This is an optimization exercise on Yosys and OpenROAD, whose aim is small area, a short achievable clock period and few clock cycles per item, not a production implementation. Only simulation tests tie the RTL to the original design; equivalence was not proved. Power figures rest on the tool's default switching activity, not on a simulated workload.

==> design/flow/design.v <==
package deq_pkg;
  localparam int DEQ_DEPTH = 16;
  localparam int WORD_W    = 32;
  typedef enum logic [1:0] {
    OP_PUSH_FRONT = 2'd0,
    OP_PUSH_BACK  = 2'd1,
    OP_POP_FRONT  = 2'd2,
    OP_POP_BACK   = 2'd3
  } deq_op_t;
  typedef enum logic [1:0] {
    ST_DONE  = 2'd0,
    ST_EMPTY = 2'd1,
    ST_FULL  = 2'd2
  } deq_status_t;
  typedef struct packed {
    logic                     add_front;
    logic                     add_back;
    logic                     take_front;
    logic                     take_back;
    logic signed [WORD_W-1:0] word;
  } cell_ctrl_t;
endpackage
module deq_cell (
  input  logic                              clk,
  input  logic                              we,
  input  logic signed [deq_pkg::WORD_W-1:0] wdata,
  output logic signed [deq_pkg::WORD_W-1:0] data
);
  always_ff @(posedge clk) begin
    if (we) data <= wdata;
  end
endmodule
module double_ended_queue_unit #(
  parameter int DEPTH = deq_pkg::DEQ_DEPTH,
  parameter int CNT_W = $clog2(DEPTH + 1)
) (
  input  logic                              clk,
  input  logic                              rst_n,
  input  logic                              in_valid,
  output logic                              in_ready,
  input  logic [1:0]                        in_func,
  input  logic signed [deq_pkg::WORD_W-1:0] in_value,
  output logic                              out_valid,
  input  logic                              out_ready,
  output logic signed [deq_pkg::WORD_W-1:0] out_popped,
  output logic [1:0]                        out_status,
  output logic [CNT_W-1:0]                  out_occupancy
);
  localparam int PTR_W = DEPTH / 2;   
  localparam int W     = deq_pkg::WORD_W;
  logic [CNT_W-1:0] cnt_r;
  logic             full_r, empty_r;
  logic [PTR_W-1:0] hd_r, bk_r;
  logic [DEPTH-1:0] hd_oh, bk_oh;
  logic             a1_valid_r;
  logic [DEPTH-1:0] a1_sel_r;
  logic             a1_pe_r;
  logic [1:0]       a1_status_r;
  logic [CNT_W-1:0] a1_occ_r;
  logic             a2_valid_r, in_ready_r;
  logic             a2_rdf_r, a2_rdb_r, a2_pe_r;
  logic [1:0]       a2_status_r;
  logic             w_valid_r, w_blk_r, w_back_r;
  logic [W-1:0]     w_data_r;
  logic             out_valid_r;
  logic [W-1:0]     popped_r;
  logic [1:0]       status_r;
  logic [CNT_W-1:0] occ_r;
  logic             accept, push_ok, pop_f, pop_b;
  logic [DEPTH-1:0] new_sel, a2_sel;
  logic [1:0]       status_nxt;
  logic [CNT_W-1:0] occ_nxt;
  logic             out_free, a1_go, w_write;
  logic [W-1:0]     mem [DEPTH];
  logic [DEPTH-1:0] we;
  logic [W-1:0]     a1_word;
  assign in_ready = in_ready_r;
  assign accept   = in_valid && in_ready_r;   
  assign out_free = !out_valid_r || out_ready;
  assign a1_go    = out_free && a1_valid_r;
  assign push_ok  = accept && !in_func[1] && !full_r;
  assign pop_f    = accept && in_func[1] && !in_func[0] && !empty_r;
  assign pop_b    = accept && in_func[1] &&  in_func[0] && !empty_r;
  assign w_write  = w_valid_r && !w_blk_r;
  function automatic logic [DEPTH-1:0] jdec(input logic [PTR_W-1:0] j);
    jdec[0]     = !j[PTR_W-1] && !j[0];
    jdec[PTR_W] =  j[PTR_W-1] &&  j[0];
    for (int k = 1; k < PTR_W; k++) begin
      jdec[k]         =  j[k-1] && !j[k];
      jdec[PTR_W + k] = !j[k-1] &&  j[k];
    end
  endfunction
  function automatic logic [PTR_W-1:0] jinc(input logic [PTR_W-1:0] j);
    jinc = {j[PTR_W-2:0], !j[PTR_W-1]};
  endfunction
  function automatic logic [PTR_W-1:0] jdecr(input logic [PTR_W-1:0] j);
    jdecr = {!j[0], j[PTR_W-1:1]};
  endfunction
  assign hd_oh = jdec(hd_r);
  assign bk_oh = jdec(bk_r);
  genvar g;
  generate
    for (g = 0; g < DEPTH; g++) begin : g_word
      assign we[g]     = w_write && (w_back_r ? bk_oh[g] : hd_oh[g]);
      assign a2_sel[g] = (a2_rdf_r && hd_oh[(g + 1) % DEPTH]) ||
                         (a2_rdb_r && bk_oh[(g + DEPTH - 1) % DEPTH]);
      deq_cell u_cell (
        .clk   (clk),
        .we    (we[g]),
        .wdata (w_data_r),
        .data  (mem[g])
      );
    end
  endgenerate
  assign new_sel = ({DEPTH{pop_f}} & hd_oh) | ({DEPTH{pop_b}} & bk_oh);
  always_comb begin
    a1_word = {W{a1_pe_r}};
    for (int i = 0; i < DEPTH; i++) begin
      a1_word = a1_word | (mem[i] & {W{a1_sel_r[i]}});
    end
  end
  always_comb begin
    status_nxt = deq_pkg::ST_DONE;
    occ_nxt    = cnt_r;
    if (!in_func[1]) begin
      if (full_r) status_nxt = deq_pkg::ST_FULL;
      else        occ_nxt    = cnt_r + CNT_W'(1);
    end else begin
      if (empty_r) status_nxt = deq_pkg::ST_EMPTY;
      else         occ_nxt    = cnt_r - CNT_W'(1);
    end
  end
  always_ff @(posedge clk) begin
    if (!rst_n) begin
      cnt_r   <= '0;
      full_r  <= 1'b0;
      empty_r <= 1'b1;
      hd_r    <= '0;                         
      bk_r    <= PTR_W'(1) << (PTR_W - 1);   
    end else begin
      if (accept) begin
        cnt_r   <= occ_nxt;
        full_r  <= (occ_nxt == CNT_W'(DEPTH));
        empty_r <= (occ_nxt == '0);
      end
      if (push_ok && !in_func[0]) hd_r <= jdecr(hd_r);
      if (pop_f)                  hd_r <= jinc(hd_r);
      if (push_ok &&  in_func[0]) bk_r <= jinc(bk_r);
      if (pop_b)                  bk_r <= jdecr(bk_r);
    end
  end
  always_ff @(posedge clk) begin
    if (!rst_n) begin
      a1_valid_r  <= 1'b0;
      a2_valid_r  <= 1'b0;
      in_ready_r  <= 1'b1;
      out_valid_r <= 1'b0;
    end else begin
      if (out_free) out_valid_r <= a1_valid_r;
      if (a1_go) begin
        a1_valid_r <= a2_valid_r || accept;
        a2_valid_r <= 1'b0;
        in_ready_r <= 1'b1;
      end else if (accept) begin
        a1_valid_r <= 1'b1;
        a2_valid_r <= a1_valid_r;
        in_ready_r <= !a1_valid_r;
      end
    end
  end
  always_ff @(posedge clk) begin
    if (a1_go && a2_valid_r) begin
      a1_sel_r    <= a2_sel;
      a1_pe_r     <= a2_pe_r;
      a1_status_r <= a2_status_r;
      a1_occ_r    <= cnt_r;
    end else if (a1_go || !a1_valid_r) begin
      a1_sel_r    <= new_sel;
      a1_pe_r     <= in_func[1] && empty_r;
      a1_status_r <= status_nxt;
      a1_occ_r    <= occ_nxt;
    end
  end
  always_ff @(posedge clk) begin
    if (!a2_valid_r) begin
      a2_rdf_r    <= pop_f;
      a2_rdb_r    <= pop_b;
      a2_pe_r     <= in_func[1] && empty_r;
      a2_status_r <= status_nxt;
    end
  end
  always_ff @(posedge clk) begin
    if (out_free) begin
      popped_r <= a1_word;
      status_r <= a1_status_r;
      occ_r    <= a1_occ_r;
    end
  end
  always_ff @(posedge clk) begin
    if (!rst_n) begin
      w_valid_r <= 1'b0;
      w_blk_r   <= 1'b0;
    end else begin
      if (push_ok) begin
        w_valid_r <= 1'b1;
        w_blk_r   <= a1_valid_r && !a1_go && (a1_sel_r != '0);
      end else if (w_write) begin
        w_valid_r <= 1'b0;
      end else if (a1_go) begin
        w_blk_r   <= 1'b0;
      end
    end
  end
  always_ff @(posedge clk) begin
    if (!w_blk_r) begin
      w_data_r <= in_value;
      w_back_r <= in_func[0];
    end
  end
  assign out_valid     = out_valid_r;
  assign out_popped    = popped_r;
  assign out_status    = status_r;
  assign out_occupancy = occ_r;
endmodule
==> design/flow/flow/run.sh <==
#!/bin/bash
set -euo pipefail
export BUFFER_PORTS_ARGS="-buffer_cell sky130_fd_sc_hd__buf_2"
export CTS_ARGS="-sink_clustering_enable -repair_clock_nets -sink_clustering_size 25 -sink_clustering_max_diameter 60 -dont_use_dummy_load"
bash standard.sh > standard.log 2>&1
==> design/flow/standard.sh <==
#!/bin/bash
# synth_recipe.tcl (not shown) runs the flow's synth.tcl, then flattens the netlist and writes it again
# the make line also repeats each setting of config.mk as NAME=value (left out here)
make -C /OpenROAD-flow-scripts/flow DESIGN_CONFIG=/design/flow/config.mk WORK_HOME=/design/flow/orfs CLKGATE_MAP_FILE= SYNTH_SCRIPT=/design/flow/synth_recipe.tcl "${@:-finish}"
==> design/flow/config.mk <==
export PLATFORM = sky130hd
export DESIGN_NAME = double_ended_queue_unit
export DESIGN_NICKNAME = double_ended_queue_unit
export VERILOG_FILES = /design/flow/design.v
export SDC_FILE = /design/flow/constraint.sdc
export NUM_CORES = 4
export LEC_CHECK = 0
export CAP_MARGIN = 20
export CORE_MARGIN = 2
export CORE_UTILIZATION = 60
export CTS_CLUSTER_DIAMETER = 60
export CTS_CLUSTER_SIZE = 25
export PLACE_DENSITY = 0.7
export SETUP_SLACK_MARGIN = 2.9
export SLEW_MARGIN = 20
==> design/flow/constraint.sdc <==
create_clock -name core_clock -period 5.0 [get_ports {clk}]
set_input_delay 1.0000 -clock core_clock [delete_from_list [all_inputs] [get_ports {clk}]]
set_output_delay 1.0000 -clock core_clock [all_outputs]
set_load 0.01 [all_outputs]
==> results.cfg, run 1 <==
[status]
status = finished clean

[synthesis]
yosys.cell_types.count = 48
seq_area_frac_synth_pct = 80.8
yosys-mux-area-fraction_pct = 0.694
synth_top_family_by_area = compound AO/OA/AOI/OAI gates
syn_inst = 1317
avgSynthCellArea_um2 = 17.8
synth_largest_area_cell = edfxtp_1
synth_area_um2 = 23400
compound_gate_fraction_of_synth_area_pct = 11.8
synthSimpleGateAreaFrac_pct = 4.52
synth_top_area_share_pct = 78.3
number_of_storage_elements_in_the_synthesis_netlist = 640
yosys.area_share.adder_pct = 0.107
yosys.area_share.xor_xnor_pct = 0.337
synthTopCellsByArea = edfxtp_1 78%, a22oi_1 6.6%, dfxtp_1 2.5%
syn_nets = 1357
synth_warnings = 3

[cells_and_area]
layout.nets = 1462
layout_cell_share_with_drive_strength_beyond_1_pct = 17.4
final.fill_count = 2553
antenna-diode-count = 0
area_growth_syn_to_layout_pct = 11.2
post_layout_nonfiller_instances = 1938
post_route_utilization_pct = 67.6
layout.cell_area.non_filler_um2 = 26100

[clock_tree]
clkTransAtPathRegs_ns = 0.10
cts_hold_buf = 0
htree_num_levels = 2
cts_buffers = 37
max-clock-path-buffers = 3
tritoncts = built
cts_root_buf = clkbuf_16
tritoncts_num_sinks = 640
clock_latency_ns = 0.55

[placement]
final_gp_congestion = 0.851
post_dp_cell_area_um2 = 24700
detailed_place_hpwl_um = 29900
place.detailed.instances = 1858
place.port_buffers = 78
preCtsSetupSlack_ns = 2.05

[critical_path]
end_kind = output pin
crit-reg2reg-launch = hd_r[3]
worst-path-buf-inv = 1
worstPathCellList = buf_2
reg2reg_slack_ns = 2.92
worst_ep_required_time_ns = 4.00
crit_path_top_delay_cell = edfxtp_1
worstSetupPathType = flop to output pin
critPathMaxStageDelay_ns = 0.43
timing.critical_path.arrival_ns = 1.15
rr_endpoint = g_word[4].u_cell.data[28]
cp_top_family = flip-flops
crit_path_start_kind = flop
timing.reg2reg.worst_path_depth = 4
path_max_fanout = 1

[drt]
number_of_nets_still_failing_antenna_checks_after_routing = 0
vias = 13300
route.detailed.vias_per_inst = 6.86
drt_wl_total_um = 57300
drt_iter0_drc = 1772
dr.pass1.iters = 6
post-route-drc-count = 0
post_drt_wl_per_cell_um = 29.6

[sta]
setup_repair_after_global_routing_missed_its_margin = true
final_critical_path_setup_slack_ns = 2.85
fin_crit_ns = 2.15
tightest_slew_ns = 0.927
timing.fmax_ghz = 0.464
timing_max_transition_violations_final = 0
fin_setup_tns_ns = 0
report.final.setup_viol = 0
max_slew_margin_pct = 36.4
skew_ns = 0.0371
final.period_utilization_pct = 43.1
finalHoldViolations = 0

[floorplan]
initial_core_util_pct = 60.7
placement_rows = 72
fp.coreArea_um2 = 38600
die_area_um2 = 40600
die_width_um = 202
dieHeight_um = 202
ios = 79

[job]
cap_viol_max_count = 0

[global_routing]
wire_length_of_the_first_global_routing_pass_um = 83600
maximum_number_of_pins_on_one_net_before_global_route_repair = 34
antenna_found_initial = 0
grt_use_total_pct = 28.2
first_global_vias = 12800
grt.overflow.total = 0

[power]
power-per-cell-area_nw_per_um2 = 368
ir_drop_uv = 181
reported_leakage_power_nw = 8.44

[min_path]
hold_path_class = flop to flop
min_delay_worst_endpoint = occ_r[2]
timing.hold.worst_path_depth = 0
worst_hold_startpoint = a1_occ_r[2]
## per-layer routing
| layer | part of all wire [%] | GRT usage, % | vias up |
|---|---|---|---|
| met4 | 2.7 | 7.85 | 0 |
| met2 | 47 | 44.1 | 781 |
| met3 | 11 | 5.26 | 101 |
| li1 | - | - | 5646 |
| met1 | 40 | 41.5 | 6768 |
| met5 | 0 | 0 | - |
## cell usage after synthesis (all sizes together)
cell,instances
a2111o,32
a211oi,2
a21o,1
a21oi,26
a221oi,17
a222oi,39
a22oi,207
a311oi,6
a31oi,2
a32oi,4
and2,3
and3,3
buf,5
clkbuf,88
dfxtp,29
edfxtp,611
ha,2
inv,10
mux2,2
mux2i,14
nand2,36
nand2b,1
nand3,40
nand3b,1
nand4,33
nor2,44
nor2b,30
nor3,2
nor4,5
nor4bb,1
o211ai,1
o21ai,5
o311ai,1
or2,1
or3,3
or4,1
xnor2,7
xor2,2
## worst register-to-register path: stages, from the launching register on
cell and delay (ns):
dfxtp_1 0.46, nor2b_1 0.39, mux2i_1 0.35, nor2_4 0.25, buf_4 0.31
## layout make-up
class                           count  area, um2  area share [%]
Tap cell                          518        648            2.49
Timing Repair Buffer              152       1100            4.22
Multi-Input combinational cell    581       4400            16.9
Inverter                           10       47.5           0.182
Sequential cell                   640      18900            72.7
Clock buffer                       37        926            3.55
## cell families after synthesis
family,count (synthesis)
AO/OA/AOI/OAI,343
XOR/XNOR,9
flip-flops,640
multiplexers,16
adder cells (fa/ha/maj),2
buffers and inverters,103
AND/OR/NAND/NOR,204
## report_power, final
part	switching [W]	internal [W]	total, W
registers	0.000122	0.00601	0.00614
logic	0.000356	0.000222	0.000578
clock network	0.00155	0.00132	0.00287
## sequential cells by signal, summed over array words and instances (netlist names), 2 cells and up
name                cells
w_data_r               32
bk_r                    8
cnt_r                   5
occ_r                   5
a1_sel_r               16
popped_r               32
g_word.u_cell.data    512
hd_r                    8
a1_occ_r                5
status_r                2
## worst max path at each step
stage,from,cells past startpoint,slack [ns],endpoint
floorplan,out_ready,4,2.39,a1_pe_r
global placement,out_ready,5,2.09,a1_pe_r
detailed placement,out_ready,5,2.05,a1_pe_r
CTS,bk_r[4],4,2.62,g_word[12].u_cell.data[25]
global route,popped_r[5],1,2.80,out_popped[5]
finish,popped_r[1],1,2.85,out_popped[1]
## cells in the final DEF, fill, tap and decap left out, types with 7 or more instances in the layout
master / Yosys / routed
nor2b_1: 29 / 26
a22oi_1: 206 / 206
nand2_1: 36 / 32
mux2i_1: 14 / 14
buf_4: 0 / 63
clkbuf_16: 0 / 37
nand4_1: 33 / 33
a222oi_1: 39 / 39
edfxtp_1: 611 / 611
a2111o_1: 32 / 32
inv_1: 9 / 7
buf_2: 4 / 78
dfxtp_1: 29 / 26
nand3_1: 40 / 38
nor2_1: 42 / 26
a221oi_1: 17 / 14
a21oi_1: 26 / 24
xnor2_1: 7 / 7
nor2_4: 0 / 24
## metrics by stage
stage / power [W] / hold WS (ns)
4_1_cts: 0.00962 / 0.394
5_1_grt: 0.00986 / 0.390
3_3_place_gp: 0.00680 / 0.410
2_1_floorplan: 0.00655 / 0.400
6_report: 0.00958 / 0.390
3_5_place_dp: 0.00681 / 0.411
## repair_timing
| action | in CTS | in global routing |
|---|---|---|
| pin swaps | 15 | 4 |
| cloned | 7 | 0 |
| buffers inserted | 29 | 6 |
| endpoints found under the setup margin | 523 | 152 |
| resized for setup | 7 | 10 |
Testbench counts, summed over its fixed seeds: cycles 24,016, items 24,000.
==> inputs of run 2 (changes only) <==
==> design/flow/flow/run.sh (replaced) <==
#!/bin/bash
set -euo pipefail
export BUFFER_PORTS_ARGS="-buffer_cell sky130_fd_sc_hd__buf_2"
export CTS_ARGS="-sink_clustering_enable -repair_clock_nets -sink_clustering_size 32 -sink_clustering_max_diameter 70 -dont_use_dummy_load"
bash standard.sh > standard.log 2>&1
--- a/design/flow/config.mk
+++ b/design/flow/config.mk
@@ -8,8 +8,8 @@
 export CAP_MARGIN = 20
 export CORE_MARGIN = 2
-export CORE_UTILIZATION = 60
-export CTS_CLUSTER_DIAMETER = 60
-export CTS_CLUSTER_SIZE = 25
-export PLACE_DENSITY = 0.7
-export SETUP_SLACK_MARGIN = 2.9
+export CORE_UTILIZATION = 55
+export CTS_CLUSTER_DIAMETER = 70
+export CTS_CLUSTER_SIZE = 32
+export PLACE_DENSITY = 0.65
+export SETUP_SLACK_MARGIN = 3.0
 export SLEW_MARGIN = 20
==> run 2 against run 1 <==
  * Sequential cell count did not move
  * Via count fell by 1.5%
  * Largest cell class unchanged
  * Largest power group unchanged
  * Critical endpoint is now out_popped[0]
  * Still clean
  * Worst setup slack got worse by 0.062 ns
==> results.cfg, run 2 <==
[clock_tree]
max-clock-path-buffers = 3
tritoncts = built
clkTransAtPathRegs_ns = 0.10
cts_buffers = 31
cts_root_buf = clkbuf_16
cts_hold_buf = 0
tritoncts_num_sinks = 640
clock_latency_ns = 0.62
htree_num_levels = 1

[power]
sequentialPowerShare_pct = 65.6
ir_drop_uv = 237
p_comb_share_pct = 6.5
clkPwrFrac_pct = 27.9
power_w = 0.00934
internal_power_w = 0.00735
power-per-cell-area_nw_per_um2 = 358
switching_power_w = 0.00199
power.switching_fraction_pct = 21.3
reported_leakage_power_nw = 8.43

[placement]
place.port_buffers = 78
final_gp_congestion = 0.827
detailed_place_hpwl_um = 29800

[synthesis]
number_of_storage_elements_in_the_synthesis_netlist = 640
synth_largest_area_cell = edfxtp_1
seq_area_frac_synth_pct = 80.8
most_repeated_cell_in_the_gate_level_netlist_after_synthesis = edfxtp_1
synth_top_area_share_pct = 78.3
synthTopCellsByArea = edfxtp_1 78%, a22oi_1 6.6%, dfxtp_1 2.5%
synth_top_cells_by_count = 611 x edfxtp_1, 206 x a22oi_1, 88 x clkbuf_1
synth_warnings = 3
syn_nets = 1357
synth_enable_flop_cells = 611
synth_area_um2 = 23400
async_flop_share_pct = 0
syn_inst = 1317
ys.flop_type = edfxtp_1
yosys.cell_types.count = 48
avgSynthCellArea_um2 = 17.8

[critical_path]
end_kind = output pin
cp_top_family = flip-flops
worstSetupPathType = flop to output pin
timing.reg2reg.worst_path_depth = 3
worst_ep_required_time_ns = 4.00
crit_path_start_kind = flop
crit_cells = 1
crit_path_top_delay_cell = edfxtp_1
worstPathCellList = buf_2
path_max_fanout = 1
worst_setup_path_startpoint = popped_r[0]
crit-reg2reg-launch = hd_r[3]
timing.critical_path.arrival_ns = 1.22
critPathMaxStageDelay_ns = 0.44
worst-path-buf-inv = 1

[sta]
fin_crit_ns = 2.22
max_slew_margin_pct = 46.3
timing_max_transition_violations_final = 0
tightest_slew_ns = 0.805
timing.fmax_ghz = 0.451
report.final.setup_viol = 0
finalHoldViolations = 0
final.period_utilization_pct = 44.3
fin_setup_tns_ns = 0
skew_ns = 0.0394
setup_repair_after_global_routing_missed_its_margin = true

[drt]
drt_iter0_drc = 1858
route.detailed.vias_per_inst = 6.69
post-route-drc-count = 0
post_drt_wl_per_cell_um = 29.2
vias = 13100
dr.pass1.iters = 6
number_of_nets_still_failing_antenna_checks_after_routing = 0
drt_wl_total_um = 57100

[global_routing]
wire_length_of_the_first_global_routing_pass_um = 82100
antenna_found_initial = 0
grt-busiest-layer = met2
first_global_vias = 12600
maximum_number_of_pins_on_one_net_before_global_route_repair = 34
gr-usage-met1_pct = 37.3
met3_usage_pct = 4.51
met2_layer_usage_reported_by_global_route_pct = 40.0
grt_use_total_pct = 25.4
grt.overflow.total = 0

[job]
cap_viol_max_count = 0

[min_path]
hold_path_class = flop to flop
worst_hold_startpoint = a1_status_r[1]
timing.hold.worst_path_depth = 0

[cells_and_area]
most_flop_heavy_register = g_word.u_cell.data
layout.nets = 1460
highest_count_cells_in_the_layout_ignoring_fill_and_taps = 611 x edfxtp_1, 205 x a22oi_1, 76 x buf_2
layout_commonest_cell = edfxtp_1
final-seq-area_um2 = 18900
layout_top_registers = g_word.u_cell.data: 512 flops, popped_r: 32 flops, w_data_r: 32 flops
final.fill_count = 2966
area_growth_syn_to_layout_pct = 11.3
layout_cell_share_with_drive_strength_beyond_1_pct = 17.8
largest_register_ffs = 512
total_area_of_multi_input_combinational_cells_um2 = 4390

[floorplan]
dieHeight_um = 210
fp.coreArea_um2 = 41900
placement_rows = 75
die_area_um2 = 44300
initial_core_util_pct = 55.8
ios = 79
die_width_um = 210

[status]
status = finished clean
-- run 2: layout make-up --
class,count,area share [%]
sequential,640,72.6
multi-input combinational,578,16.8
antenna,1,0.00960
clock buffer,31,2.97
timing repair buffer,159,4.77
tap,539,2.59
inverter,10,0.192
-- run 2: power groups by stage --
stage	logic, W	clock network, W	registers [W]
final	0.000608	0.00260	0.00613
after global placement	0.000553	0	0.00625
after CTS	0.000590	0.00265	0.00613
after global routing	0.000653	0.00281	0.00615
after floorplan	0.000318	0	0.00624
after detailed placement	0.000564	0	0.00626
-- run 2: path summary, 6_finish.rpt --
kind,to,slack (ns)
max,out_popped[0],2.78
min,status_r[1],0.39
max reg2reg,g_word[4].u_cell.data[0],3.05
min reg2reg,status_r[1],0.39
-- run 2: logic make-up after synthesis --
kind of cell               count (synthesis)  share of synthesized area (%)
AOI/OAI and AO/OA                        343                           11.8
xor gates and xnor gates                   9                          0.337
adders and majority gates                  2                          0.107
buffers and inverters                    103                           1.70
DFF                                      640                           80.8
muxes                                     16                          0.694
and+or+nand+nor                          204                           4.52
-- run 2: metal layers --
layer / share of wire [%] / vias to the layer above
li1: - / 5644
met1: 41 / 6720
met2: 47 / 649
met3: 9.6 / 81
met4: 2.2 / 0
met5: 0 / -
-- run 2: per-stage QoR --
step | cell area [um2] | worst slack (ns) | cells | hold slack (ns) | util, %
after floorplan | 23800 | 2.39 | 1317 | 0.400 | -
after global placement | 24600 | 2.11 | 1874 | 0.408 | 58.7
final | 26100 | 2.78 | 1958 | 0.390 | 62.2
after CTS | 25800 | 2.76 | 1936 | 0.393 | 61.6
after global routing | 26100 | 2.73 | 1957 | 0.400 | 62.2
after detailed placement | 24700 | 2.06 | 1877 | 0.406 | 58.9
-- run 2: what timing repair did --
action	4_1_cts	5_1_grt
endpoints found under the setup margin	595	145
pin swaps	16	6
endpoints found under the hold margin	0	0
gates resized for setup	21	19
gates cloned	4	2
buffers inserted	24	19

what the ideal ports hide:
No port has a modelled driver above. Below, the same layouts with a new extraction and two added sets of constraints.
Step 1, drivers: a clkbuf_16 drives clk and a buf_2 each remaining input, both assumed.
Step 2 adds t to the input delays and takes it off the output delays; t is the mean of the earliest and latest rising clock arrival at the registers after step 1. Input paths then give back, and output paths get back, about the clock's delay inside the block.
Three values: ideal, step 1, step 2; two values: the first two.
run | t, ns | slack for setup (ns) | worst setup path at the end | slew at the worst register clock pin (ns)
run 1 | 0.591 | 2.846 / 2.791 / 2.483 | input to register | 0.10 / 0.10
run 2 | 0.657 | 2.784 / 2.729 / 2.424 | input to register | 0.11 / 0.11
After both steps setup and hold are still met in every run listed. The setup slack of run 1, which loses most, moves by -0.055 ns with the drivers and by -0.363 ns with both steps.
